Background: an optimization exercise with open tools, aiming at small area, a short achievable clock period and few clock cycles per item. Do not read the settings as production practice. RTL that was checked went through simulation tests only; none was proved equivalent to the original. Power figures rest on the tool's default switching activity, not on a simulated workload.

== run 4 ==
## rational_add_sub_reduce_top
module rational_add_sub_reduce_top
(
    input  wire logic      aclk,
    input  wire logic      aresetn,
    input  wire logic      s_valid,
    output logic           s_ready,
    input  wire logic [128:0] s_data,    
    output logic           m_valid,
    input  wire logic      m_ready,
    output logic [126:0]   m_data       
);
Size in the first run: ~610 flip-flops, ~52,000 um2 of cells after synthesis.
==> flow/config.mk <==
export PLATFORM = sky130hd
export DESIGN_NAME = rational_add_sub_reduce_top
export DESIGN_NICKNAME = rational_add_sub_reduce_top
export VERILOG_FILES = /design/flow/design.v
export SDC_FILE = /design/flow/constraint.sdc
export NUM_CORES = 4
export LEC_CHECK = 0
export ABC_CLOCK_PERIOD_IN_PS = 4000
export CAP_MARGIN = 20
export CORE_MARGIN = 2
export CORE_UTILIZATION = 60
export PLACE_DENSITY = 0.7
export SLEW_MARGIN = 20
==> flow/constraint.sdc <==
create_clock -name core_clock -period 10.0 [get_ports {aclk}]
set_input_delay 2.0000 -clock core_clock [delete_from_list [all_inputs] [get_ports {aclk}]]
set_output_delay 2.0000 -clock core_clock [all_outputs]
set_load 0.01 [all_outputs]
standard.sh (not shown) runs the stock make flow with config.mk's settings and CLKGATE_MAP_FILE= SYNTH_SCRIPT=/design/flow/synth_recipe.tcl, a recipe that flattens the netlist after the stock synthesis.
==> flow/flow/run.sh <==
#!/bin/bash
# Standard layout, with timing repair aimed below the clock period.
set -euo pipefail
bash standard.sh SETUP_SLACK_MARGIN=6 finish > standard_flow.log 2>&1
Both conditions hold for run 4: the flow ran to the end and the final layout passed the timing, DRC and antenna checks.
Testbench counts of run 4, summed over its fixed seeds: cycles 104,752, items 3,200.
Here is what was changed in the inputs of run 5 compared with run 4.
- putting SETUP_SLACK_MARGIN at 5 where nothing was set
==> flow/run.sh (new file) <==
#!/bin/bash
# synth_recipe.tcl (not shown) runs the flow's synth.tcl, then flattens the netlist and writes it again
# the make line also repeats each setting of config.mk as NAME=value (left out here)
make -C /OpenROAD-flow-scripts/flow DESIGN_CONFIG=/design/flow/config.mk WORK_HOME=/design/flow/orfs CLKGATE_MAP_FILE= SYNTH_SCRIPT=/design/flow/synth_recipe.tcl finish
removed: flow/flow/run.sh
removed: flow/standard.sh
[summary]
Looking at total number of vias, run 5 sits 3,649 lower than run 4 does. Final cycle utilization of the critical path for run 5 is lower than for run 4. Relative to run 4, run 5 improves time the final worst path needs with I/O delays and setup. Relative to run 4, the number of inserted filler cells in the final layout of run 5 is higher by 993. On cell count after placement, run 5 and run 4 are basically level. The endpoint of the worst setup timing path comes out b[57] in one run and b[58] in the other, namely in run 5 and run 4 respectively.

Another version of the RTL of rational_add_sub_reduce_top (not shown whole).
Size in the first run: roughly 6300 cells after synthesis, about 260 I/O pins.
clock: 10.0 ns
lec_check: 0
abc_clock_period_in_ps: 5000
cap_margin: 20
core_margin: 2
core_utilization: 40
place_density: 0.6
setup_slack_margin: 4
slew_margin: 20
run.sh (not shown) runs the stock make flow with config.mk's settings and CLKGATE_MAP_FILE= SYNTH_SCRIPT=/design/flow/synth_recipe.tcl, a recipe that flattens the netlist after the stock synthesis.
Stock flow here: none of the scripts above is used.
The baseline completed without violations.
Testbench counts at the start, summed over its fixed seeds: cycles 119,682, items 3,200.
==> next run, changes <==
==> flow/flow/run.sh (new file) <==
#!/bin/bash
# Standard layout, with timing repair aimed below the clock period.
set -euo pipefail
bash standard.sh SETUP_SLACK_MARGIN=6 finish > standard_flow.log 2>&1
==> flow/standard.sh (new file) <==
#!/bin/bash
# synth_recipe.tcl (not shown) runs the flow's synth.tcl, then flattens the netlist and writes it again
# the make line also repeats each setting of config.mk as NAME=value (left out here)
make -C /OpenROAD-flow-scripts/flow DESIGN_CONFIG=/design/flow/config.mk WORK_HOME=/design/flow/orfs CLKGATE_MAP_FILE= SYNTH_SCRIPT=/design/flow/synth_recipe.tcl "${@:-finish}"
--- a/flow/config.mk
+++ b/flow/config.mk
@@ -7,3 +7,3 @@
 export LEC_CHECK = 0
-export ABC_CLOCK_PERIOD_IN_PS = 5000
+export ABC_CLOCK_PERIOD_IN_PS = 4000
 export CAP_MARGIN = 20
@@ -12,3 +12,2 @@
 export PLACE_DENSITY = 0.6
-export SETUP_SLACK_MARGIN = 4
 export SLEW_MARGIN = 20
removed: flow/run.sh
The new run went through all stages and came out clean. Synthesized area stays the same. Maximum frequency rises by 29%. Critical path depth falls by 1. Cell count rises by 5.8%. Routed wire length rises by 18%. Total power rises by 13%. Design area rises by 24%. Hold slack improved by 0.014 ns. Clock skew rises by 0.033 ns. Clock-buffer cell count rises by 3.

rational_add_sub_reduce_top, a different RTL version from the one above (not shown whole).
Size in the first run: ~7400 cells after synthesis, ~620 flip-flops, roughly 260 I/O pins, about 0.053 sq mm of cells after synthesis.
clock: 10.0 ns
lec_check: 0
abc_area: 1
abc_clock_period_in_ps: 3000
cap_margin: 20
core_margin: 2
core_utilization: 60
cts_cluster_diameter: 120
cts_cluster_size: 20
place_density: 0.7
setup_slack_margin: 5
slew_margin: 20
Stock flow here: none of the scripts above is used.
Testbench counts at the start, summed over its fixed seeds: cycles 102,509, items 3,200.
Change:
--- a/flow/config.mk
+++ b/flow/config.mk
@@ -9 +9 @@
-export ABC_CLOCK_PERIOD_IN_PS = 3000
+export ABC_CLOCK_PERIOD_IN_PS = 4000
@@ -13,2 +12,0 @@
-export CTS_CLUSTER_DIAMETER = 120
-export CTS_CLUSTER_SIZE = 20
Effect: The new run finished clean. Worst hold slack gains 0.0066 ns. Cell area grows by 2.2%. Worst setup slack gets worse by 0.0092 ns. Sequential power stays flat. Routed wire length stays flat. Count of clock-buffer cells in the layout rose by 46.
Change:
--- a/flow/config.mk
+++ b/flow/config.mk
@@ -12,0 +13,2 @@
+export CTS_CLUSTER_DIAMETER = 100
+export CTS_CLUSTER_SIZE = 24
Result:
- total power goes down by about 8%
- clock skew goes up by 0.0043 ns
- worst hold slack is about the same
- final cell count goes down by 0.78%
- die area does not change
- wire length goes down by 0.70%
- worst setup slack is worse by 0.030 ns
- core utilization goes down by 1.2 points
- combinational power barely changes
- design area goes down by 1.8%
Change:
--- a/flow/config.mk
+++ b/flow/config.mk
@@ -13,2 +13,2 @@
-export CTS_CLUSTER_DIAMETER = 100
-export CTS_CLUSTER_SIZE = 24
+export CTS_CLUSTER_DIAMETER = 120
+export CTS_CLUSTER_SIZE = 20
@@ -17,0 +18 @@
+export TNS_END_PERCENT = 0
Global-route usage is about the same.
Setup slack loses 0.046 ns.
Worst hold slack gains 0.0047 ns.
Register-to-register slack gets worse by 0.14 ns.
Flip-flop and latch count is unchanged.
Area after synthesis stays the same.
Final area shrinks slightly.
Via count drops slightly.
Cell count stays flat.

rational_add_sub_reduce_top, a different RTL version from the one above (not shown whole).
Size in the first run: about 610 flip-flops, ~260 I/O pins, roughly 0.056 mm2 of cells after synthesis.
clock: 10.0 ns
lec_check: 0
abc_clock_period_in_ps: 4000
cap_margin: 20
core_margin: 2
core_utilization: 60
cts_buf_list: sky130_fd_sc_hd__clkbuf_8
cts_cluster_size: 24
place_density: 0.7
setup_slack_margin: 5
slew_margin: 20
Then changed:
--- a/flow/config.mk
+++ b/flow/config.mk
@@ -10,6 +10,4 @@
 export CORE_MARGIN = 2
 export CORE_UTILIZATION = 60
-export CTS_BUF_LIST = sky130_fd_sc_hd__clkbuf_8
-export CTS_CLUSTER_SIZE = 24
 export PLACE_DENSITY = 0.7
 export SETUP_SLACK_MARGIN = 5
=> The new run completed with no timing, DRC or antenna violations. Power came out higher by about 2%. Sequential power stays flat. Fmax decreases by 0.79%. Design area is about the same. Cell count is lower by about 1%. Core utilization came out higher by 0.15 points. Sequential share of layout area stays flat.
Function was not checked in any run of this note: the RTL went through the layout flow alone.

RTL: one of the versions met above, not the one the previous note started from.
Size in the first run: ~5500 cells after synthesis, roughly 610 flip-flops, roughly 52000 µm² of cells after synthesis.
Settings: LEC_CHECK=0, ABC_CLOCK_PERIOD_IN_PS=4000, CAP_MARGIN=20, CORE_MARGIN=2, CORE_UTILIZATION=70, PLACE_DENSITY=0.8, SETUP_SLACK_MARGIN=5, SLEW_MARGIN=20; clock period 10.0 ns.
Testbench counts at the start, summed over its fixed seeds: cycles 104,752, items 3,200.
Then changed:
Settings changed: ABC_AREA from default to 1, CORE_UTILIZATION 70 to 60, PLACE_DENSITY 0.8 to 0.7.
The changed run passed the timing, DRC and antenna checks.
Setup slack improved by 220 ps.
Power is higher by 21%.
Utilization goes down by 14 points.
Final area is lower by 1.9%.

rational_add_sub_reduce_top with an RTL version that a note above also has.
For scale: ~7,400 cells after synthesis, about 260 I/O pins.
Settings: LEC_CHECK=0, ABC_AREA=1, ABC_CLOCK_PERIOD_IN_PS=4000, CAP_MARGIN=20, CORE_MARGIN=2, CORE_UTILIZATION=60, CTS_CLUSTER_DIAMETER=120, CTS_CLUSTER_SIZE=20, PLACE_DENSITY=0.7, SETUP_SLACK_MARGIN=5, SLEW_MARGIN=20; clock period 10.0 ns.
The starting point passed the timing, DRC and antenna checks.
Testbench counts at the start, summed over its fixed seeds: cycles 102,509, items 3,200.
Next try:
Settings changed: TNS_END_PERCENT from default to 10.
Total power shrinks slightly. Global-route usage shrinks by 0.19 points. Cell count is about the same.
Next try:
Settings changed: ABC_CLOCK_PERIOD_IN_PS 4000 to 5500, TNS_END_PERCENT 10 to default.
The changed run passed the timing, DRC and antenna checks; worst hold slack improves by 0.025 ns; flip-flop and latch count does not change; clock power went down by about 4%; combinational power went up by about 3%; clock skew went down by 0.010 ns.

re-timing with driven ports:
How much do the figures lean on ideal ports? The routed layouts below were timed once more, with nothing changed but the port constraints.
Step 1 (the two cells are an assumption about what drives the block):
set clk [get_ports {aclk}]
set_driving_cell -lib_cell sky130_fd_sc_hd__clkbuf_16 $clk
set_driving_cell -lib_cell sky130_fd_sc_hd__buf_2 [delete_from_list [all_inputs] $clk]
Step 2 also shifts input and output timing later by t, the mid clock arrival at the registers, as if the neighbouring blocks saw the same clock.
Three values: ideal, step 1, step 2; two values: the first two.
run	t, ns	slack for setup (ns)	worst slew at a driven data input, ns	cell pins on the clock port's net
run 4	0.726	5.048 / 5.048 / 4.572	0.11	1
run 5	0.722	5.096 / 5.096 / 4.534	0.12	1
the first run of note 2	0.730	4.075 / 4.075 / 3.651	0.12	1
the second run of note 2	0.771	5.412 / 5.412 / 5.056	0.12	1
the first run of note 3	0.688	5.146 / 5.091 / 4.403	0.12	1
the second run of note 3	0.733	5.137 / 5.079 / 4.346	0.13	1
the third run of note 3	0.684	5.107 / 5.064 / 4.379	0.11	1
the fourth run of note 3	0.675	5.061 / 4.997 / 4.322	0.12	1
the first run of note 4	0.876	5.032 / 5.032 / 4.384	0.14	1
the second run of note 4	0.728	4.993 / 4.993 / 4.295	0.12	1
the first run of note 5	0.696	4.981 / 4.981 / 4.567	0.10	1
the second run of note 5	0.717	5.204 / 5.156 / 4.439	0.11	1
the first run of note 6	0.688	5.146 / 5.091 / 4.403	0.12	1
the second run of note 6	0.688	5.038 / 5.000 / 4.313	0.12	1
the third run of note 6	0.688	5.146 / 5.091 / 4.403	0.12	1
After both steps every run listed still meets setup and hold. The setup slack of the second run of note 3, which loses most, moves by -0.058 ns with the drivers and by -0.791 ns with both steps.
